Context: an optimization exercise on an open-source flow, tuned for small area. The choices shown serve that exercise and are no tape-out recipe. Only simulation tests tie the RTL to the original design; equivalence was not proved. No activity file was given, so power comes from the tool's default toggle rates.

--- flow/run.sh ---
#!/bin/bash
# synth_recipe.tcl (not shown) runs the flow's synth.tcl, then flattens the netlist and writes it again
# the make line also repeats each setting of config.mk as NAME=value (left out here)
make -C /OpenROAD-flow-scripts/flow DESIGN_CONFIG=/design/flow/config.mk WORK_HOME=/design/flow/orfs CLKGATE_MAP_FILE= SYNTH_SCRIPT=/design/flow/synth_recipe.tcl finish
--- flow/config.mk ---
export PLATFORM = sky130hd
export DESIGN_NAME = pill_box_top
export DESIGN_NICKNAME = pill_box_top
export VERILOG_FILES = /design/flow/design.v
export SDC_FILE = /design/flow/constraint.sdc
export NUM_CORES = 4
export LEC_CHECK = 0
export CAP_MARGIN = 20
export CORE_MARGIN = 2
export CORE_UTILIZATION = 40
export SLEW_MARGIN = 20
--- flow/constraint.sdc ---
create_clock -name core_clock -period 10.0 [get_ports {clk}]
set_input_delay 2.0000 -clock core_clock [delete_from_list [all_inputs] [get_ports {clk}]]
set_output_delay 2.0000 -clock core_clock [all_outputs]
set_load 0.01 [all_outputs]
--- flow/design.v ---
package pill_box_pkg;
	typedef logic [7:0] hms_val_t;       
	typedef struct packed {
		hms_val_t hour;
		hms_val_t min;
		hms_val_t sec;
	} hms_t;
	typedef logic [3:0] bcd_digit_t;
	typedef logic [4:0] key_code_t;      
	typedef logic [15:0] key_evt_t;      
	localparam int KEY_FIELD = 0;
	localparam int KEY_UP    = 1;
	localparam int KEY_DOWN  = 2;
	localparam int KEY_MODE  = 3;
	localparam int KEY_SLOT  = 4;
	localparam int KEY_ACK   = 5;
	typedef enum logic [1:0] {
		MODE_TIME,
		MODE_BOX1,
		MODE_BOX2,
		MODE_BOX3
	} menu_mode_t;
	typedef enum logic [2:0] {
		FIELD_NONE,
		FIELD_HOUR,
		FIELD_MIN,
		FIELD_SEC,
		FIELD_ENABLE
	} edit_field_t;
	typedef logic [1:0] slot_idx_t;
	localparam int NUM_BOXES     = 3;
	localparam int SLOTS_PER_BOX = 3;
	typedef struct packed {
		edit_field_t field;
		logic        up;
		logic        down;
	} adj_cmd_t;
	typedef struct packed {
		menu_mode_t mode;
		slot_idx_t  slot;
		logic       editing;     
	} slot_sel_t;
	localparam hms_val_t HOUR_MAX   = 8'd23;
	localparam hms_val_t MINSEC_MAX = 8'd59;
	function automatic hms_val_t step_val(hms_val_t v, hms_val_t max_v, logic up);
		if (up) begin
			step_val = (v == max_v) ? 8'd0 : v + 8'd1;
		end else begin
			step_val = (v == 8'd0) ? max_v : v - 8'd1;
		end
	endfunction
endpackage
module pill_box_top #(
	parameter int TICKS_PER_SEC = 32_768,
	parameter int TONE_DIV      = 8
) (
	input  logic                               clk,
	input  logic                               rst_n,
	input  pill_box_pkg::key_code_t            keyvalue,
	output logic [23:0]                        time_din,
	output logic [27:0]                        pill_box_din,
	output logic                               beep,
	output logic [pill_box_pkg::NUM_BOXES-1:0] alarm_box,
	output pill_box_pkg::menu_mode_t           mode_out,
	output pill_box_pkg::slot_idx_t            index_out
);
	localparam int NSLOT = 9;
	localparam int PW    = $clog2(TICKS_PER_SEC);
	localparam int TW    = $clog2(TONE_DIV) + 1;
	function automatic logic [5:0] step6(logic [5:0] v, logic [5:0] max_v, logic up);
		if (up) step6 = (v == max_v) ? 6'd0 : v + 6'd1;
		else    step6 = (v == 6'd0) ? max_v : v - 6'd1;
	endfunction
	function automatic logic [7:0] bcd60(logic [5:0] v);
		logic [3:0] tens;
		logic [3:0] ones;
		tens  = 4'(v / 6'd10);
		ones  = 4'(v % 6'd10);
		bcd60 = {tens, ones};
	endfunction
	function automatic logic [2:0] kenc(logic [4:0] kv);
		if (!kv[4] && kv[3:0] < 4'd6) kenc = kv[2:0] + 3'd1;
		else                          kenc = 3'd0;
	endfunction
	logic [2:0] k1, k2, k3;
	logic [2:0] k4;      
	logic [5:0] evt;
	always_ff @(posedge clk or negedge rst_n) begin
		if (!rst_n) begin
			k1 <= '0;
			k2 <= '0;
			k3 <= '0;
		end else begin
			k1 <= kenc(keyvalue);
			k2 <= k1;
			k3 <= k2;
		end
	end
	always_ff @(posedge clk) k4 <= k3;
	always_comb begin
		for (int k = 0; k < 6; k++) evt[k] = (k3 == 3'(k + 1)) && (k4 != k3);
	end
	wire ev_field = evt[pill_box_pkg::KEY_FIELD];
	wire ev_up    = evt[pill_box_pkg::KEY_UP];
	wire ev_down  = evt[pill_box_pkg::KEY_DOWN];
	wire ev_mode  = evt[pill_box_pkg::KEY_MODE];
	wire ev_slot  = evt[pill_box_pkg::KEY_SLOT];
	wire ev_ack   = evt[pill_box_pkg::KEY_ACK];
	logic [1:0] mode;
	logic [2:0] field;
	logic [1:0] slot;
	logic [2:0] field_next;
	logic       editing;
	logic       nav_ok;
	logic       adj_up, adj_dn;
	logic       mode_time;
	assign editing   = (field != 3'd0);
	assign mode_time = (mode == 2'd0);
	assign nav_ok    = !editing && !ev_up && !ev_down;
	assign adj_up    = editing && ev_up && !ev_field;
	assign adj_dn    = editing && ev_down && !ev_field && !ev_up;
	always_comb begin
		case (field)
			3'd0:    field_next = 3'd1;
			3'd1:    field_next = 3'd2;
			3'd2:    field_next = 3'd3;
			3'd3:    field_next = mode_time ? 3'd0 : 3'd4;
			default: field_next = 3'd0;
		endcase
	end
	always_ff @(posedge clk or negedge rst_n) begin
		if (!rst_n) begin
			mode  <= '0;
			field <= '0;
			slot  <= '0;
		end else if (ev_field) begin
			field <= field_next;
		end else if (nav_ok && ev_mode) begin
			mode <= mode + 2'd1;
			slot <= '0;
		end else if (nav_ok && ev_slot && !mode_time) begin
			slot <= (slot == 2'd2) ? 2'd0 : slot + 2'd1;
		end
	end
	assign mode_out  = pill_box_pkg::menu_mode_t'(mode);
	assign index_out = slot;
	logic [1:0] mode_d;
	logic [1:0] slot_d;
	logic       pend_up, pend_dn;
	always_ff @(posedge clk or negedge rst_n) begin
		if (!rst_n) begin
			mode_d  <= 2'd1;     
			slot_d  <= '0;
			pend_up <= 1'b0;
			pend_dn <= 1'b0;
		end else begin
			mode_d  <= mode;
			slot_d  <= slot;
			pend_up <= adj_up;
			pend_dn <= adj_dn;
		end
	end
	wire pend = pend_up | pend_dn;
	logic [PW-1:0] presc;
	logic          hold;
	logic          tick;
	logic          new_second;
	assign hold = editing && mode_time;
	assign tick = !hold && (presc == PW'(TICKS_PER_SEC - 1));
	always_ff @(posedge clk or negedge rst_n) begin
		if (!rst_n) begin
			presc      <= '0;
			new_second <= 1'b0;
		end else begin
			new_second <= tick;
			presc      <= hold ? '0 : presc + 1'b1;
		end
	end
	logic [4:0] n_hour;
	logic [5:0] n_min, n_sec;
	logic [4:0] c_hour;
	logic [5:0] c_min, c_sec;   
	always_comb begin
		c_hour = n_hour;
		c_min  = n_min;
		c_sec  = n_sec;
		if (pend && mode_time) begin
			case (field)
				3'd1: c_hour = 5'(step6({1'b0, n_hour}, 6'd23, pend_up));
				3'd2: c_min  = step6(n_min, 6'd59, pend_up);
				3'd3: c_sec  = step6(n_sec, 6'd59, pend_up);
				default: ;
			endcase
		end else if (new_second) begin
			c_sec = step6(n_sec, 6'd59, 1'b1);
			if (n_sec == 6'd59) begin
				c_min = step6(n_min, 6'd59, 1'b1);
				if (n_min == 6'd59) c_hour = 5'(step6({1'b0, n_hour}, 6'd23, 1'b1));
			end
		end
	end
	always_ff @(posedge clk or negedge rst_n) begin
		if (!rst_n) begin
			n_hour <= '0;
			n_min  <= '0;
			n_sec  <= '0;
		end else begin
			n_hour <= c_hour;
			n_min  <= c_min;
			n_sec  <= c_sec;
		end
	end
	logic [NSLOT-1:0][4:0] s_hour;
	logic [NSLOT-1:0][5:0] s_min, s_sec;
	logic [NSLOT-1:0]      s_valid;     
	logic [NSLOT-1:0]      s_en;
	logic [NSLOT-1:0]      selv;        
	logic [4:0]            v_hour;
	logic [5:0]            v_min, v_sec;
	logic                  v_on;
	always_comb begin
		for (int i = 0; i < NSLOT; i++) begin
			selv[i] = (mode_d == 2'(i / 3 + 1)) && (slot_d == 2'(i % 3));
		end
		v_hour = '0;
		v_min  = '0;
		v_sec  = '0;
		v_on   = 1'b0;
		for (int i = 0; i < NSLOT; i++) begin
			if (selv[i] && s_valid[i]) begin
				v_hour = v_hour | s_hour[i];
				v_min  = v_min | s_min[i];
				v_sec  = v_sec | s_sec[i];
			end
			v_on = v_on | (selv[i] & s_en[i]);
		end
	end
	logic       slot_wr;
	logic [4:0] w_hour;
	logic [5:0] w_min, w_sec;
	assign slot_wr = pend && !mode_time;
	always_comb begin
		w_hour = v_hour;
		w_min  = v_min;
		w_sec  = v_sec;
		case (field)
			3'd1: w_hour = 5'(step6({1'b0, v_hour}, 6'd23, pend_up));
			3'd2: w_min  = step6(v_min, 6'd59, pend_up);
			3'd3: w_sec  = step6(v_sec, 6'd59, pend_up);
			default: ;
		endcase
	end
	always_ff @(posedge clk) begin
		for (int i = 0; i < NSLOT; i++) begin
			if (slot_wr && selv[i]) begin
				s_hour[i] <= w_hour;
				s_min[i]  <= w_min;
				s_sec[i]  <= w_sec;
			end
		end
	end
	always_ff @(posedge clk or negedge rst_n) begin
		if (!rst_n) begin
			s_valid <= '0;
			s_en    <= '0;
		end else begin
			for (int i = 0; i < NSLOT; i++) begin
				if (slot_wr && selv[i]) begin
					s_valid[i] <= 1'b1;
					if (field == 3'd4) s_en[i] <= !v_on;
				end
			end
		end
	end
	logic [2:0] alarm_q;
	logic [NSLOT-1:0] hit;
	always_comb begin
		for (int i = 0; i < NSLOT; i++) begin
			hit[i] = s_en[i] && (s_hour[i] == c_hour) && (s_min[i] == c_min) &&
				(s_sec[i] == c_sec) && !(editing && selv[i]);
		end
	end
	always_ff @(posedge clk or negedge rst_n) begin
		if (!rst_n) begin
			alarm_q <= '0;
		end else if (ev_ack) begin
			alarm_q <= '0;
		end else if (new_second) begin
			for (int b = 0; b < 3; b++) begin
				if (|hit[b*3 +: 3]) alarm_q[b] <= 1'b1;
			end
		end
	end
	assign alarm_box = alarm_q;
	logic [TW-1:0] tone_cnt;
	always_ff @(posedge clk or negedge rst_n) begin
		if (!rst_n) tone_cnt <= '0;
		else        tone_cnt <= tone_cnt + 1'b1;
	end
	assign beep = ~(tone_cnt[TW-1] & |alarm_q);
	logic [7:0] th_bcd, tm_bcd, ts_bcd;
	logic [7:0] vh_bcd, vm_bcd, vs_bcd;
	assign th_bcd = bcd60({1'b0, n_hour});
	assign tm_bcd = bcd60(n_min);
	assign ts_bcd = bcd60(n_sec);
	assign vh_bcd = bcd60({1'b0, v_hour});
	assign vm_bcd = bcd60(v_min);
	assign vs_bcd = bcd60(v_sec);
	assign time_din     = {th_bcd, tm_bcd, ts_bcd};
	assign pill_box_din = (mode_d == 2'd0) ? 28'h0FFFFFF :
		{vh_bcd, vm_bcd, vs_bcd, 3'b000, v_on};
endmodule
==> summary.txt, run 1 <==
Status: no timing/DRC/antenna violations
Root buf cell: clkbuf_16
Crit path kind: reg2out
Worst slew pin tran: 1.12 ns
Seq/Total Area, Yosys: 42.2%
Crit path max-delay family: simple AND/OR/NAND/NOR gates
Hold_buf cts: 0
Post-CTS setup buffer count: 0
Critical Path Sink Type: primary output
Die area: 0.0410 sq mm
Largest net degree at the start of global routing: 68
Placed cells: 2,117
First-pass GRT wire length: 95.3 mm
Critical Path RT: 8.00 ns
Initial antenna violation count: 2
Ant. Diodes: 0
Max Cap Violations: 0
Vias per cell: 6.55
Clock sink total: 236
Initial core utilization: 40.7%
Reg area: 0.00666 sq mm
Row cnt: 72
Fillers: 3,642
Remaining antenna violation count: 0
Count of port buffers added during placement: 60
Setup TNS: 0 ns
Die Y: 203 um
Clk slew on worst S/H paths: 0.06 ns
Hpwl dp: 49.9 mm
Final clock skew: 0.0205 ns
HP Start: k2[1]
Num CTS Buffers: 28
Synth Instances: 1,609
Slowest-stage cell, CP: nor4b_2
Post-Syn Area: 0.0158 sq mm
Layout cell share with drive strength beyond 1: 10.9%
Nets@finish: 1,683
Slew headroom: 23.3%
Non-Filler Instances: 2,169
Die Width: 203 um
HP Class: reg2reg
Final min period: 7.30 ns
Clock H-tree levels: 1
CP arrival: 5.30 ns
Routed WL: 66.4 mm
Reg2reg start: slot_d[0]
Leak pwr: 6.63 nW
Mean post-synth cell area: 9.80 sq um
Distinct cells, synth: 99
Setup WS post-layout: 2.70 ns
Clock buffer depth: 3
Worst IR Drop VDD: 0.145 mV
CP startpoint kind: flip-flop
Post-synthesis async set-or-reset flop share: 33.9%
Synth Flop Type: edfxtp_1
Routed vias: 14,200
CTS tree: built
Vias in the first global route: 13,000
Area of the multi-input gates: 0.00838 sq mm
Dpl cell area: 0.0169 sq mm
Final setup vio count: 0
Wire per inst: 30.6 um
Worst-path maximum fanout: 16
Post-synth EDFFs: 153
Post-route cell area: 0.0178 sq mm
CP bufs+invs: 2
I/O pin total: 67
Clock Latency Late Sink: 0.58 ns
Slew Viols, Final: 0
Iter 0 DRT Violations: 1,690
Post-CTS sizing: 0
DR DRC count: 0
Total GRT Usage: 32.0%
FF-to-FF setup slack: 5.10 ns
Core Area: 0.0387 sq mm
Layout area overhead: 13.1%
Pwr Density: 264 mW/mm^2
Crit. Startpoint: slot_d[0]
Reg-to-Reg End: s_min[52]
#FFs+latches synth: 236
Max incr delay on CP: 0.73 ns
Yosys Warn Count: 1
Placer Congestion: 1.03
Total Power: 0.00470 W
Final Hold Viols: 0
WHS Endpoint: k3[1]
Crit-path cells: nor4b_2 > and2_1 > a22o_1 > nor3_2 > buf_4 > ha_1 > a211oi_1 > nor3_2 > xnor2_1 > ha_1 > a21boi_0 > o21ai_1 > clkdlybuf4s50_1
FMAX: 137 MHz
RSZ-0062 raised after global routing: false
WHS Path Cells: 0
GRT overflow: 0
Worst R2R Path Depth: 12
Post-Place Setup Slack: 3.36 ns
Drt first pass iters: 6
Crit share post-route: 73.0%
## metrics by stage
step                      hold slack (ns)  util (%)
after floorplan                     0.331         -
after global placement              0.331      43.5
after detailed placement            0.335      43.5
after CTS                           0.348      46.0
after global routing                0.360      46.0
final                               0.346      46.0
## synth_stat cells (26+ instances only)
cell type | count | share of area, %
nand4_1 | 44 | 1.7
o21ai_0 | 44 | 1.4
edfxtp_1 | 153 | 29
nand2_1 | 103 | 2.5
mux2_2 | 26 | 1.9
ha_1 | 47 | 3.7
nor2_1 | 76 | 1.8
xnor2_1 | 88 | 4.9
dfrtp_1 | 79 | 13
clkbuf_1 | 54 | 1.3
xor2_1 | 43 | 2.4
nand3_1 | 93 | 3.0
inv_1 | 67 | 1.6
buf_2 | 34 | 1.1
and3_1 | 42 | 1.7
nor3_1 | 39 | 1.2
a21oi_1 | 63 | 2.0
## where the power goes
group          internal (W)  switching, W
Clock              0.000633      0.000451
Combinational      0.000855       0.00138
Sequential          0.00122      0.000171
Total               0.00270       0.00200
## sequential cells by signal, summed over array words and instances (netlist names), 4 cells and up
register / flops
presc: 15
s_valid: 9
n_sec: 6
s_hour: 45
s_sec: 54
s_min: 54
n_min: 6
s_en: 9
n_hour: 5
tone_cnt: 4
## how the worst max path moves through the flow
stage | endpoint | slack, ns | cells after the start
2_1_floorplan | pill_box_din[6] | 4.50 | 16
4_1_cts | pill_box_din[6] | 2.73 | 13
5_1_grt | pill_box_din[6] | 2.41 | 14
3_3_place_gp | pill_box_din[6] | 3.44 | 13
6_report | pill_box_din[6] | 2.70 | 13
3_5_place_dp | pill_box_din[6] | 3.36 | 13
## per-layer routing
layer / GRT usage [%] / routed length, um
met1: 45.0 / 27800
met2: 48.1 / 28700
met3: 6.34 / 6670
met4: 13.2 / 3120
met5: 0 / 13
## layout by cell type, fill, tap and decap left out, types with 13 or more instances in the layout
cell type | Yosys | layout
or3_1 | 18 | 18
or2_2 | 16 | 16
o21ai_0 | 44 | 42
nand2_1 | 103 | 103
nand4_1 | 44 | 44
nor2_1 | 76 | 72
o22ai_1 | 15 | 14
nor4_1 | 20 | 20
a2111oi_0 | 16 | 16
clkbuf_16 | 0 | 28
nor3_1 | 39 | 37
ha_1 | 47 | 47
a221o_1 | 24 | 24
o211ai_1 | 20 | 20
nand2b_1 | 13 | 13
clkdlybuf4s50_1 | 0 | 59
and3_1 | 42 | 41
inv_1 | 67 | 67
xnor2_1 | 88 | 88
a31oi_1 | 20 | 20
edfxtp_1 | 153 | 153
buf_4 | 16 | 42
a22oi_1 | 21 | 21
xor2_1 | 43 | 43
a211oi_1 | 19 | 19
dfrtp_1 | 79 | 78
a21oi_1 | 63 | 63
and2_1 | 20 | 20
mux2_2 | 26 | 26
nand3_1 | 93 | 93
## layout make-up
cell class                 count  area share, %
multi-input combinational   1190           47.0
sequential                   236           37.3
timing repair buffer         101           5.08
clock buffer                  32           4.07
tap                          518           3.63
inverter                      72           1.52
clock inverter                20           1.40
## cells by family after synthesis
| group | share of synthesized area (%) |
|---|---|
| AND/OR/NAND/NOR | 20.2 |
| XOR/XNOR | 7.38 |
| buffers and inverters | 5.28 |
| flip-flops | 42.2 |
| other | 0.0238 |
| multiplexers | 2.62 |
| adder cells (fa/ha/maj) | 3.73 |
| AO/OA/AOI/OAI | 18.6 |
==> run 2: changes to the inputs <==
--- a/flow/design.v
+++ b/flow/design.v
@@ -67,16 +67,16 @@
 	localparam int NSLOT = 9;
 	localparam int PW    = $clog2(TICKS_PER_SEC);
 	localparam int TW    = $clog2(TONE_DIV) + 1;
-	function automatic logic [5:0] step6(logic [5:0] v, logic [5:0] max_v, logic up);
-		if (up) step6 = (v == max_v) ? 6'd0 : v + 6'd1;
-		else    step6 = (v == 6'd0) ? max_v : v - 6'd1;
-	endfunction
-	function automatic logic [7:0] bcd60(logic [5:0] v);
-		logic [3:0] tens;
-		logic [3:0] ones;
-		tens  = 4'(v / 6'd10);
-		ones  = 4'(v % 6'd10);
-		bcd60 = {tens, ones};
+	function automatic logic [6:0] bstep(logic [6:0] v, logic [6:0] max_v, logic up);
+		if (up) begin
+			if (v == max_v)             bstep = 7'h00;
+			else if (v[3:0] == 4'd9)    bstep = {v[6:4] + 3'd1, 4'd0};
+			else                        bstep = {v[6:4], v[3:0] + 4'd1};
+		end else begin
+			if (v == 7'h00)             bstep = max_v;
+			else if (v[3:0] == 4'd0)    bstep = {v[6:4] - 3'd1, 4'd9};
+			else                        bstep = {v[6:4], v[3:0] - 4'd1};
+		end
 	endfunction
 	function automatic logic [2:0] kenc(logic [4:0] kv);
 		if (!kv[4] && kv[3:0] < 4'd6) kenc = kv[2:0] + 3'd1;
@@ -176,27 +176,35 @@
 			presc      <= hold ? '0 : presc + 1'b1;
 		end
 	end
-	logic [4:0] n_hour;
-	logic [5:0] n_min, n_sec;
-	logic [4:0] c_hour;
-	logic [5:0] c_min, c_sec;   
+	logic [5:0] w_hour;
+	logic [6:0] w_min, w_sec;   
+	logic [5:0] n_hour;
+	logic [6:0] n_min, n_sec;
+	logic [5:0] t_hour;
+	logic [6:0] t_min, t_sec;   
+	logic [5:0] c_hour;
+	logic [6:0] c_min, c_sec;   
+	always_comb begin
+		t_hour = n_hour;
+		t_min  = n_min;
+		t_sec  = bstep(n_sec, 7'h59, 1'b1);
+		if (n_sec == 7'h59) begin
+			t_min = bstep(n_min, 7'h59, 1'b1);
+			if (n_min == 7'h59) t_hour = 6'(bstep({1'b0, n_hour}, 7'h23, 1'b1));
+		end
+	end
 	always_comb begin
 		c_hour = n_hour;
 		c_min  = n_min;
 		c_sec  = n_sec;
 		if (pend && mode_time) begin
-			case (field)
-				3'd1: c_hour = 5'(step6({1'b0, n_hour}, 6'd23, pend_up));
-				3'd2: c_min  = step6(n_min, 6'd59, pend_up);
-				3'd3: c_sec  = step6(n_sec, 6'd59, pend_up);
-				default: ;
-			endcase
+			c_hour = w_hour;     
+			c_min  = w_min;
+			c_sec  = w_sec;
 		end else if (new_second) begin
-			c_sec = step6(n_sec, 6'd59, 1'b1);
-			if (n_sec == 6'd59) begin
-				c_min = step6(n_min, 6'd59, 1'b1);
-				if (n_min == 6'd59) c_hour = 5'(step6({1'b0, n_hour}, 6'd23, 1'b1));
-			end
+			c_hour = t_hour;
+			c_min  = t_min;
+			c_sec  = t_sec;
 		end
 	end
 	always_ff @(posedge clk or negedge rst_n) begin
@@ -210,13 +218,13 @@
 			n_sec  <= c_sec;
 		end
 	end
-	logic [NSLOT-1:0][4:0] s_hour;
-	logic [NSLOT-1:0][5:0] s_min, s_sec;
+	logic [NSLOT-1:0][5:0] s_hour;
+	logic [NSLOT-1:0][6:0] s_min, s_sec;
 	logic [NSLOT-1:0]      s_valid;     
 	logic [NSLOT-1:0]      s_en;
 	logic [NSLOT-1:0]      selv;        
-	logic [4:0]            v_hour;
-	logic [5:0]            v_min, v_sec;
+	logic [5:0]            v_hour;
+	logic [6:0]            v_min, v_sec;
 	logic                  v_on;
 	always_comb begin
 		for (int i = 0; i < NSLOT; i++) begin
@@ -226,6 +234,11 @@
 		v_min  = '0;
 		v_sec  = '0;
 		v_on   = 1'b0;
+		if (mode_d == 2'd0) begin
+			v_hour = n_hour;
+			v_min  = n_min;
+			v_sec  = n_sec;
+		end
 		for (int i = 0; i < NSLOT; i++) begin
 			if (selv[i] && s_valid[i]) begin
 				v_hour = v_hour | s_hour[i];
@@ -236,19 +249,19 @@
 		end
 	end
 	logic       slot_wr;
-	logic [4:0] w_hour;
-	logic [5:0] w_min, w_sec;
 	assign slot_wr = pend && !mode_time;
+	logic [6:0] e_val, e_max, e_new;
 	always_comb begin
-		w_hour = v_hour;
-		w_min  = v_min;
-		w_sec  = v_sec;
 		case (field)
-			3'd1: w_hour = 5'(step6({1'b0, v_hour}, 6'd23, pend_up));
-			3'd2: w_min  = step6(v_min, 6'd59, pend_up);
-			3'd3: w_sec  = step6(v_sec, 6'd59, pend_up);
-			default: ;
+			3'd1:    e_val = {1'b0, v_hour};
+			3'd2:    e_val = v_min;
+			default: e_val = v_sec;
 		endcase
+		e_max = (field == 3'd1) ? 7'h23 : 7'h59;
+		e_new = bstep(e_val, e_max, pend_up);
+		w_hour = (field == 3'd1) ? e_new[5:0] : v_hour;
+		w_min  = (field == 3'd2) ? e_new : v_min;
+		w_sec  = (field == 3'd3) ? e_new : v_sec;
 	end
 	always_ff @(posedge clk) begin
 		for (int i = 0; i < NSLOT; i++) begin
@@ -272,12 +285,41 @@
 			end
 		end
 	end
-	logic [2:0] alarm_q;
+	logic [2:0]       alarm_q;
 	logic [NSLOT-1:0] hit;
+	logic [NSLOT-1:0] m_hit;
+	logic [3:0]       scan;
+	logic [5:0]       sc_hour;
+	logic [6:0]       sc_min, sc_sec;
+	logic             sc_eq;
+	logic             live_eq;
+	always_comb begin
+		sc_hour = '0;
+		sc_min  = '0;
+		sc_sec  = '0;
+		for (int i = 0; i < NSLOT; i++) begin
+			if (scan == 4'(i)) begin
+				sc_hour = sc_hour | s_hour[i];
+				sc_min  = sc_min | s_min[i];
+				sc_sec  = sc_sec | s_sec[i];
+			end
+		end
+	end
+	assign sc_eq   = (sc_hour == t_hour) && (sc_min == t_min) && (sc_sec == t_sec);
+	assign live_eq = (v_hour == t_hour) && (v_min == t_min) && (v_sec == t_sec);
+	always_ff @(posedge clk or negedge rst_n) begin
+		if (!rst_n) scan <= '0;
+		else        scan <= (scan == 4'd8) ? 4'd0 : scan + 4'd1;
+	end
+	always_ff @(posedge clk) begin
+		for (int i = 0; i < NSLOT; i++) begin
+			if (selv[i])              m_hit[i] <= live_eq;
+			else if (scan == 4'(i))   m_hit[i] <= sc_eq;
+		end
+	end
 	always_comb begin
 		for (int i = 0; i < NSLOT; i++) begin
-			hit[i] = s_en[i] && (s_hour[i] == c_hour) && (s_min[i] == c_min) &&
-				(s_sec[i] == c_sec) && !(editing && selv[i]);
+			hit[i] = s_en[i] && (selv[i] ? (live_eq && !editing) : m_hit[i]);
 		end
 	end
 	always_ff @(posedge clk or negedge rst_n) begin
@@ -298,15 +340,7 @@
 		else        tone_cnt <= tone_cnt + 1'b1;
 	end
 	assign beep = ~(tone_cnt[TW-1] & |alarm_q);
-	logic [7:0] th_bcd, tm_bcd, ts_bcd;
-	logic [7:0] vh_bcd, vm_bcd, vs_bcd;
-	assign th_bcd = bcd60({1'b0, n_hour});
-	assign tm_bcd = bcd60(n_min);
-	assign ts_bcd = bcd60(n_sec);
-	assign vh_bcd = bcd60({1'b0, v_hour});
-	assign vm_bcd = bcd60(v_min);
-	assign vs_bcd = bcd60(v_sec);
-	assign time_din     = {th_bcd, tm_bcd, ts_bcd};
+	assign time_din     = {2'b00, n_hour, 1'b0, n_min, 1'b0, n_sec};
 	assign pill_box_din = (mode_d == 2'd0) ? 28'h0FFFFFF :
-		{vh_bcd, vm_bcd, vs_bcd, 3'b000, v_on};
+		{2'b00, v_hour, 1'b0, v_min, 1'b0, v_sec, 3'b000, v_on};
 endmodule
--- a/flow/config.mk
+++ b/flow/config.mk
@@ -7,5 +7,6 @@
 export LEC_CHECK = 0
 export CAP_MARGIN = 20
 export CORE_MARGIN = 2
-export CORE_UTILIZATION = 40
+export CORE_UTILIZATION = 60
+export CTS_BUF_LIST = sky130_fd_sc_hd__clkbuf_4
 export SLEW_MARGIN = 20
==> summary.txt, run 2 <==
Die Width: 160 um
WHS Path Cells: 0
Iter 0 DRT Violations: 2,005
Num CTS Buffers: 74
Ranking of synthesized cells by area: edfxtp_1 (39%), dfrtp_1 (15%), nand3_1 (4.1%)
Die area: 0.0257 sq mm
Final min period: 6.10 ns
Seq/Total Area, Yosys: 53.9%
CP startpoint kind: flip-flop
Clock sink total: 279
Layout area overhead: 12.8%
Cell with the most instances after synthesis: edfxtp_1
Yosys Warn Count: 1
Commonest non-fill, non-tap cells in the layout: edfxtp_1 (189), nand3_1 (120), clkbuf_4 (106)
Pint: 0.00270 W
Drt first pass iters: 7
Net Sw Frac: 40.5%
Post-synth top area share: 38.7%
Initial core utilization: 60.7%
Synth Flop Type: edfxtp_1
GRT overflow: 0
Vias in the first global route: 11,800
#FFs+latches synth: 279
Worst IR Drop VDD: 0.180 mV
Layout cell share with drive strength beyond 1: 15.6%
Flop pwr share: 37.4%
Remaining antenna violation count: 0
RSZ-0062 raised after global routing: false
Root buf cell: clkbuf_4
Final Hold Viols: 0
Crit path kind: reg2out
Total GRT Usage: 39.1%
Final clock skew: 0.0489 ns
Slew headroom: 12.9%
HP Start: k1[1]
Max Cap Violations: 0
Net Sw Power: 0.00183 W
Crit-path cells: or2_1 > buf_4 > inv_2 > a22o_1 > nor3_1 > nor2_1 > clkdlybuf4s50_1
Leak pwr: 6.38 nW
Hpwl dp: 32.5 mm
Worst slew pin tran: 1.29 ns
Core Area: 0.0242 sq mm
Vias per cell: 7.05
Count of port buffers added during placement: 60
Mean post-synth cell area: 11.2 sq um
Largest regs: s_min (63), s_sec (63), s_hour (54)
Clock H-tree levels: 3
Crit share post-route: 61.0%
Synth Instances: 1,305
Nets@finish: 1,412
Initial antenna violation count: 2
Reg-to-Reg End: s_sec[59]
FF-to-FF setup slack: 4.48 ns
Post-Syn Area: 0.0147 sq mm
Largest net degree at the start of global routing: 55
Row cnt: 57
Placer Congestion: 0.985
FMAX: 164 MHz
Clock buffer depth: 3
Routed WL: 50.1 mm
Worst R2R Path Depth: 13
CP arrival: 4.10 ns
Synth top cells by count: edfxtp_1 (189), nand3_1 (120), dfrtp_1 (86), nor2_1 (77), nand2_1 (76)
Max incr delay on CP: 0.86 ns
Routed vias: 12,400
Post-CTS sizing: 0
Final setup vio count: 0
CTS tree: built
Slew Viols, Final: 0
Wire per inst: 28.5 um
Clk slew on worst S/H paths: 0.07 ns
Critical Path Sink Type: primary output
Critical Path RT: 8.00 ns
Post-Place Setup Slack: 4.80 ns
DR DRC count: 0
Distinct cells, synth: 90
Hold_buf cts: 0
HP Class: reg2reg
First-pass GRT wire length: 74.2 mm
Reg2reg start: slot_d[0]
Post-CTS setup buffer count: 0
Slowest-stage cell, CP: nor3_1
Die Y: 160 um
I/O pin total: 67
Clock Latency Late Sink: 0.70 ns
WHS Endpoint: k2[1]
Clk network pwr share: 22.4%
Pwr Density: 274 mW/mm^2
Setup WS post-layout: 3.90 ns
Status: no timing/DRC/antenna violations
Worst-path maximum fanout: 27
Post-synth EDFFs: 189
Comb pwr share: 40.2%
Synth area leader: edfxtp_1
Setup TNS: 0 ns
Commonest non-fill, non-tap cell in the layout: edfxtp_1
Post-synthesis async set-or-reset flop share: 31.2%
==> run 2: stage by stage <==
step                      std cells  util (%)  hold WS [ns]  cell area (sq um)  power [W]
final                          1756      68.5         0.354              16600    0.00453
after global routing           1756      68.5         0.358              16600    0.00469
after CTS                      1754      68.4         0.357              16500    0.00445
after detailed placement       1627      64.5         0.336              15600    0.00344
after global placement         1625      64.3         0.332              15600    0.00341
after floorplan                1310         -         0.331              14700    0.00270
==> run 2: critical path, delay by kind of cell, from the launching register on <==
| kind | cells | cell delay [ns] |
|---|---|---|
| buffers and inverters | 3 | 1.22 |
| AND/OR/NAND/NOR | 3 | 1.18 |
| flip-flops | 1 | 0.72 |
| AO/OA/AOI/OAI | 1 | 0.28 |
==> run 2: routing by layer <==
| metal | routed length [um] | up-vias | track usage (%) |
|---|---|---|---|
| li1 | - | 5223 | - |
| met1 | 18900 | 5885 | 54.2 |
| met2 | 21300 | 1080 | 56.4 |
| met3 | 7890 | 194 | 14.4 |
| met4 | 1910 | 2 | 14.8 |
| met5 | 9 | - | 0 |
==> run 2: cells by family (layout without fill, tap and decap cells) <==
group | count (synthesis) | in the layout | share of synthesized area [%]
buffers and inverters | 124 | 245 | 3.74
adder cells (fa/ha/maj) | 25 | 25 | 2.13
AND/OR/NAND/NOR | 483 | 483 | 18.2
AO/OA/AOI/OAI | 284 | 284 | 14.9
other | 1 | 7 | 0.0255
XOR/XNOR | 59 | 59 | 3.52
multiplexers | 50 | 50 | 3.57
flip-flops | 279 | 279 | 53.9
==> run 2: worst max path at each step <==
stage / slack (ns) / to / from / cells after the start
floorplan: 6.05 / pill_box_din[0] / mode_d[0] / 9
global placement: 4.82 / pill_box_din[24] / mode_d[0] / 7
detailed placement: 4.80 / pill_box_din[24] / mode_d[0] / 7
CTS: 4.04 / pill_box_din[24] / mode_d[0] / 7
global route: 3.76 / pill_box_din[24] / mode_d[1] / 7
finish: 3.90 / pill_box_din[24] / mode_d[0] / 7
==> run 2: power by group through the flow <==
stage	clock (W)	sequential, W	combinational [W]
floorplan	0	0.00161	0.00110
global placement	0	0.00170	0.00172
detailed placement	0	0.00170	0.00174
CTS	0.00103	0.00168	0.00175
global route	0.00109	0.00170	0.00191
finish	0.00102	0.00169	0.00182
==> run 2: layout make-up <==
| class | count | area [sq um] |
|---|---|---|
| Sequential cell | 279 | 7910 |
| Fill cell | 1860 | 7620 |
| Multi-Input combinational cell | 907 | 6330 |
| Timing Repair Buffer | 91 | 858 |
| Clock buffer | 106 | 796 |
| Tap cell | 324 | 405 |
| Clock inverter | 21 | 149 |
| Inverter | 27 | 101 |
| Antenna cell | 1 | 2.50 |
==> run 3: changes to the inputs <==
--- a/flow/config.mk
+++ b/flow/config.mk
@@ -7,6 +7,5 @@
 export LEC_CHECK = 0
 export CAP_MARGIN = 20
 export CORE_MARGIN = 2
-export CORE_UTILIZATION = 60
-export CTS_BUF_LIST = sky130_fd_sc_hd__clkbuf_4
+export CORE_UTILIZATION = 40
 export SLEW_MARGIN = 20
==> summary.txt, run 3 <==
Clock buffer depth: 3
Layout cell share with drive strength beyond 1: 11.9%
Clock H-tree levels: 1
Compound-cell area share of the yosys netlist: 14.9%
Clock Latency Late Sink: 0.60 ns
Mean post-synth cell area: 11.2 sq um
Vias in the first global route: 11,600
Post-CTS setup buffer count: 0
Routed WL: 51.6 mm
Pwr Density: 281 mW/mm^2
Count of port buffers added during placement: 60
First-pass GRT wire length: 76.3 mm
Die Y: 196 um
Final Hold Viols: 0
Setup TNS: 0 ns
Seq/Total Area, Yosys: 53.9%
Post-synth EDFFs: 189
HP Class: reg2reg
Synth Instances: 1,305
Post-Place Setup Slack: 4.68 ns
Largest family of logic cells by synthesized area: simple AND/OR/NAND/NOR gates
Iter 0 DRT Violations: 1,653
Post-CTS sizing: 0
Net Sw Power: 0.00187 W
RSZ-0062 raised after global routing: false
Wire length on met3: 6.07 mm
Crit path kind: reg2out
Die area: 0.0382 sq mm
Clock sink total: 279
Hold slack: 0.346 ns
Leak pwr: 6.33 nW
Wire per inst: 28.2 um
Slew Viols, Final: 0
Worst slew pin tran: 1.20 ns
Commonest non-fill, non-tap cells in the layout: edfxtp_1 (189), nand3_1 (120), dfrtp_1 (86)
Post-synth top area share: 38.7%
CP arrival: 4.06 ns
Total GRT Usage: 26.8%
Post-synthesis async set-or-reset flop share: 31.2%
Core Area: 0.0363 sq mm
HP Start: k1[2]
Net Sw Frac: 39.7%
Layout area overhead: 14.5%
Worst IR Drop VDD: 0.169 mV
Critical Path Sink Type: primary output
Initial antenna violation count: 1
Clk network pwr share: 25.1%
Routed wl met2: 22.4 mm
CTS tree: built
Comb pwr share: 39.5%
Setup WS post-layout: 3.94 ns
Hpwl dp: 33.9 mm
Post-Synth XOR/XNOR Area: 3.52%
Clk slew on worst S/H paths: 0.06 ns
Met1 WL: 20.8 mm
Vias per cell: 6.56
FMAX: 165 MHz
Distinct cells, synth: 90
Final setup vio count: 0
Cell with the most instances after synthesis: edfxtp_1
Top Layer Used: met4
Nets@finish: 1,367
Row cnt: 70
Num CTS Buffers: 31
Ranking of synthesized cells by area: edfxtp_1 (39%), dfrtp_1 (15%), nand3_1 (4.1%)
Synth Flop Type: edfxtp_1
Largest net degree at the start of global routing: 61
Flop pwr share: 35.4%
WHS Path Cells: 0
Placer Congestion: 0.933
Largest regs: s_min (63), s_sec (63), s_hour (54)
Mux cell area share after synthesis: 3.57%
Remaining antenna violation count: 0
Adder-Cell Fraction of Synth Area: 2.13%
Initial core utilization: 40.4%
Post-Synth Simple-Gate Area: 18.2%
Max Cap Violations: 0
GRT overflow: 0
#FFs+latches synth: 279
Post-Syn Area: 0.0147 sq mm
CP startpoint kind: flip-flop
Synth top cells by count: edfxtp_1 (189), nand3_1 (120), dfrtp_1 (86), nor2_1 (77), nand2_1 (76)
Reg-to-Reg End: s_hour[27]
DR DRC count: 0
Yosys Warn Count: 1
Pint: 0.00285 W
Crit share post-route: 60.6%
Worst-path maximum fanout: 15
Slew headroom: 19.8%
Commonest non-fill, non-tap cell in the layout: edfxtp_1
Worst R2R Path Depth: 12
Critical Path RT: 8.00 ns
I/O pin total: 67
Status: no timing/DRC/antenna violations
Root buf cell: clkbuf_16
Final clock skew: 0.0240 ns
Die Width: 196 um
WHS Endpoint: k2[2]
Routed vias: 12,000
Drt first pass iters: 6
Reg2reg start: mode_d[0]
Synth area leader: edfxtp_1
Hold_buf cts: 0
FF-to-FF setup slack: 4.54 ns
Final min period: 6.06 ns
run 3: area by class of cell:
cell class / count / area [sq um]
Fill cell: 3257 / 19500
Sequential cell: 279 / 7910
Multi-Input combinational cell: 907 / 6340
Timing Repair Buffer: 89 / 813
Clock buffer: 35 / 801
Tap cell: 468 / 586
Clock inverter: 23 / 254
Inverter: 27 / 101
Antenna cell: 2 / 5.00
run 3: how the worst max path moves through the flow:
stage                     startpoint               to  slack [ns]  cells after the start
final                      mode_d[0]  pill_box_din[9]        3.94                      6
after detailed placement   mode_d[0]  pill_box_din[9]        4.68                      6
after CTS                  mode_d[0]  pill_box_din[9]        4.03                      6
after floorplan            mode_d[0]  pill_box_din[0]        6.05                      9
after global routing       mode_d[0]  pill_box_din[9]        3.92                      6
after global placement     mode_d[0]  pill_box_din[9]        4.76                      6
run 3: cell families after synthesis:
kind of cell | count (synthesis)
compound gates | 284
xor+xnor | 59
fa+ha+maj | 25
buf+inv | 124
flops | 279
mux | 50
other cells | 1
simple gates | 483
run 3: per-layer routing:
layer	vias up	GRT usage, %
met4	0	12.0
li1	5097	-
met2	836	40.4
met1	5902	37.1
met3	165	5.85
met5	-	0
run 3: worst max-delay path: stages (launching register included):
cell and delay [ns]:
dfstp_2 0.71, and4bb_1 0.74, and2_0 0.79, a221oi_1 0.20, and4_1 0.33, nand2_1 0.14
clkdlybuf4s50_1 0.54
run 3: power groups by stage:
| stage | clock [W] | sequential [W] | combinational [W] |
|---|---|---|---|
| floorplan | 0 | 0.00161 | 0.00110 |
| global placement | 0 | 0.00169 | 0.00178 |
| detailed placement | 0 | 0.00169 | 0.00179 |
| CTS | 0.00120 | 0.00166 | 0.00180 |
| global route | 0.00125 | 0.00168 | 0.00196 |
| finish | 0.00118 | 0.00167 | 0.00186 |
run 3: per-stage QoR:
| step | total power [W] | instance area (sq um) | util, % | std cells |
|---|---|---|---|---|
| after CTS | 0.00467 | 16800 | 46.2 | 1826 |
| final | 0.00472 | 16800 | 46.2 | 1830 |
| after global routing | 0.00489 | 16800 | 46.2 | 1829 |
| after floorplan | 0.00270 | 14700 | - | 1310 |
| after detailed placement | 0.00348 | 15700 | 43.3 | 1768 |
| after global placement | 0.00346 | 15700 | 43.3 | 1768 |
==> run 4: changes to the inputs <==
--- a/flow/config.mk
+++ b/flow/config.mk
@@ -5,7 +5,9 @@
 export SDC_FILE = /design/flow/constraint.sdc
 export NUM_CORES = 4
 export LEC_CHECK = 0
-export CAP_MARGIN = 20
+export CAP_MARGIN = 0
 export CORE_MARGIN = 2
 export CORE_UTILIZATION = 40
-export SLEW_MARGIN = 20
+export CTS_CLUSTER_DIAMETER = 80
+export CTS_CLUSTER_SIZE = 30
+export SLEW_MARGIN = 0
==> summary.txt, run 4 <==
RSZ-0062 raised after global routing: false
FF-to-FF setup slack: 4.53 ns
Final min period: 5.94 ns
First-pass GRT wire length: 75.5 mm
Ranking of synthesized cells by area: edfxtp_1 (39%), dfrtp_1 (15%), nand3_1 (4.1%)
Flop pwr share: 38.2%
Pwr Density: 267 mW/mm^2
Synth top cells by count: edfxtp_1 (189), nand3_1 (120), dfrtp_1 (86), nor2_1 (77), nand2_1 (76)
Seq/Total Area, Yosys: 53.9%
Layout cell share with drive strength beyond 1: 9.92%
Routed WL: 51.1 mm
Ant. Diodes: 0
Total GRT Usage: 26.4%
Net Sw Power: 0.00182 W
Count of port buffers added during placement: 60
Worst IR Drop VDD: 0.117 mV
Worst R2R Path Depth: 13
Synth Instances: 1,305
Critical Path Sink Type: primary output
Reg2reg start: mode_d[0]
Reg-to-Reg End: s_sec[3]
Crit share post-route: 59.4%
Crit. Startpoint: mode_d[0]
Wire per inst: 28.4 um
Die Width: 196 um
Commonest non-fill, non-tap cell in the layout: edfxtp_1
WHS Endpoint: k2[2]
GRT overflow: 0
Status: no timing/DRC/antenna violations
Synth area leader: edfxtp_1
Final setup vio count: 0
Vias in the first global route: 11,500
Clock sink total: 279
Post-route cell area: 0.0164 sq mm
Routed vias: 11,800
Num CTS Buffers: 17
Post-synth EDFFs: 189
Iter 0 DRT Violations: 1,705
Hpwl dp: 33.9 mm
Initial antenna violation count: 0
Row cnt: 70
Comb pwr share: 42.5%
Placer Congestion: 0.933
Fin util: 45.0%
Die area: 0.0382 sq mm
Yosys Warn Count: 1
Worst slew pin tran: 1.25 ns
Post-synth top area share: 38.7%
Layout area overhead: 11.5%
Hold_buf cts: 0
Max Cap Violations: 0
Hold slack: 0.357 ns
Final clock skew: 0.0250 ns
Largest regs: s_min (63), s_sec (63), s_hour (54)
Slew headroom: 16.6%
Placed cells: 1,768
Slew Viols, Final: 0
Mean post-synth cell area: 11.2 sq um
Clock buffer depth: 3
HP Start: k1[2]
DR DRC count: 0
Core Area: 0.0363 sq mm
#FFs+latches synth: 279
Nets@finish: 1,351
Critical Path RT: 8.00 ns
Post-CTS sizing: 0
Non-Filler Instances: 1,798
CP arrival: 3.94 ns
Net Sw Frac: 41.7%
Clock H-tree levels: 1
Leak pwr: 6.10 nW
FMAX: 168 MHz
Clk network pwr share: 19.3%
Commonest non-fill, non-tap cells in the layout: edfxtp_1 (189), nand3_1 (120), dfrtp_1 (86)
Root buf cell: clkbuf_16
Vias per cell: 6.56
Worst-path maximum fanout: 15
Final Hold Viols: 0
Largest net degree at the start of global routing: 61
HP Class: reg2reg
Distinct cells, synth: 90
Post-Syn Area: 0.0147 sq mm
I/O pin total: 67
WHS Path Cells: 0
Clk slew on worst S/H paths: 0.10 ns
CP startpoint kind: flip-flop
Dpl cell area: 0.0157 sq mm
Post-CTS setup buffer count: 0
Crit path kind: reg2out
Post-synthesis async set-or-reset flop share: 31.2%
Drt first pass iters: 8
Cell with the most instances after synthesis: edfxtp_1
Clock Latency Late Sink: 0.53 ns
Synth Flop Type: edfxtp_1
CTS tree: built
Setup TNS: 0 ns
Pint: 0.00255 W
Die Y: 196 um
Remaining antenna violation count: 0
Initial core utilization: 40.4%
==> run 4: cell count changes in the layout (fill, tap and decap cells not counted), sizes merged, moves of 2 or more <==
cell	before	now
clkbuf	36	17
bufinv	4	2
inv	31	34
diode	2	0
clkinv	14	4
==> run 4: layout make-up <==
cell class | instances | area (sq um)
clock buffers | 17 | 425
multi-input cells | 907 | 6330
inverters | 27 | 101
well taps | 468 | 586
repair buffers | 87 | 801
fillers | 3281 | 20000
flip-flops and latches | 279 | 7910
clock inverters | 13 | 205
==> run 4: cells by family after synthesis <==
group                      Yosys count  synth area share, %
and+or+nand+nor                    483                 18.2
xor gates and xnor gates            59                 3.52
DFF                                279                 53.9
AOI/OAI and AO/OA                  284                 14.9
adders and majority gates           25                 2.13
muxes                               50                 3.57
buffers and inverters              124                 3.74
other                                1               0.0255
==> run 4: critical path, cell delays in order, from the launching register on <==
cell             delay, ns
dfstp_2               0.72
and4bb_1              0.72
and2_0                0.75
a221oi_1              0.20
and4_1                0.33
nand2_1               0.13
clkdlybuf4s50_1       0.54
==> run 4: per-layer routing <==
| metal | track usage, % | vias to the layer above | part of all wire (%) |
|---|---|---|---|
| met1 | 36.2 | 5754 | 40 |
| met3 | 6.61 | 139 | 13 |
| met2 | 40.4 | 863 | 44 |
| met4 | 10.1 | 0 | 3.9 |
| met5 | 0 | - | 0 |
| li1 | - | 5042 | - |
==> run 4: how the worst max path moves through the flow <==
stage	endpoint
4_1_cts	pill_box_din[9]
5_1_grt	pill_box_din[7]
6_report	pill_box_din[9]
2_1_floorplan	pill_box_din[0]
3_5_place_dp	pill_box_din[9]
3_3_place_gp	pill_box_din[9]
==> run 4: power by group through the flow <==
stage | clock [W] | combinational, W | sequential [W]
floorplan | 0 | 0.00110 | 0.00161
global placement | 0 | 0.00178 | 0.00169
detailed placement | 0 | 0.00179 | 0.00169
CTS | 0.000849 | 0.00180 | 0.00166
global route | 0.000894 | 0.00196 | 0.00168
finish | 0.000845 | 0.00186 | 0.00167
==> run 4: per-stage QoR <==
stage | total power, W | setup WS (ns)
floorplan | 0.00270 | 6.05
detailed placement | 0.00348 | 4.68
finish | 0.00437 | 4.06
global placement | 0.00346 | 4.76
global route | 0.00453 | 3.97
CTS | 0.00431 | 4.10

==> afterwards: timing with drivers on the ports <==
How much do the figures lean on ideal ports? The routed layouts below were timed once more, with nothing changed but the port constraints.
Step 1: set_driving_cell puts a clkbuf_16 on clk and a buf_2 on each other input, an assumption about the parent block.
Step 2 also shifts input and output timing later by t, the mid clock arrival at the registers, as if the neighbouring blocks saw the same clock.
Slacks: ideal / step 1 / step 2; pairs: ideal / step 1.
run	t (ns)	setup slack, ns	worst slew at a driven data input, ns
run 1	0.621	2.701 / 2.647 / 3.268	0.04
run 2	0.725	3.902 / 3.856 / 4.475	0.03
run 3	0.631	3.940 / 3.893 / 4.524	0.03
run 4	0.568	4.063 / 4.014 / 4.526	0.03
After both steps setup and hold are still met in every run listed.
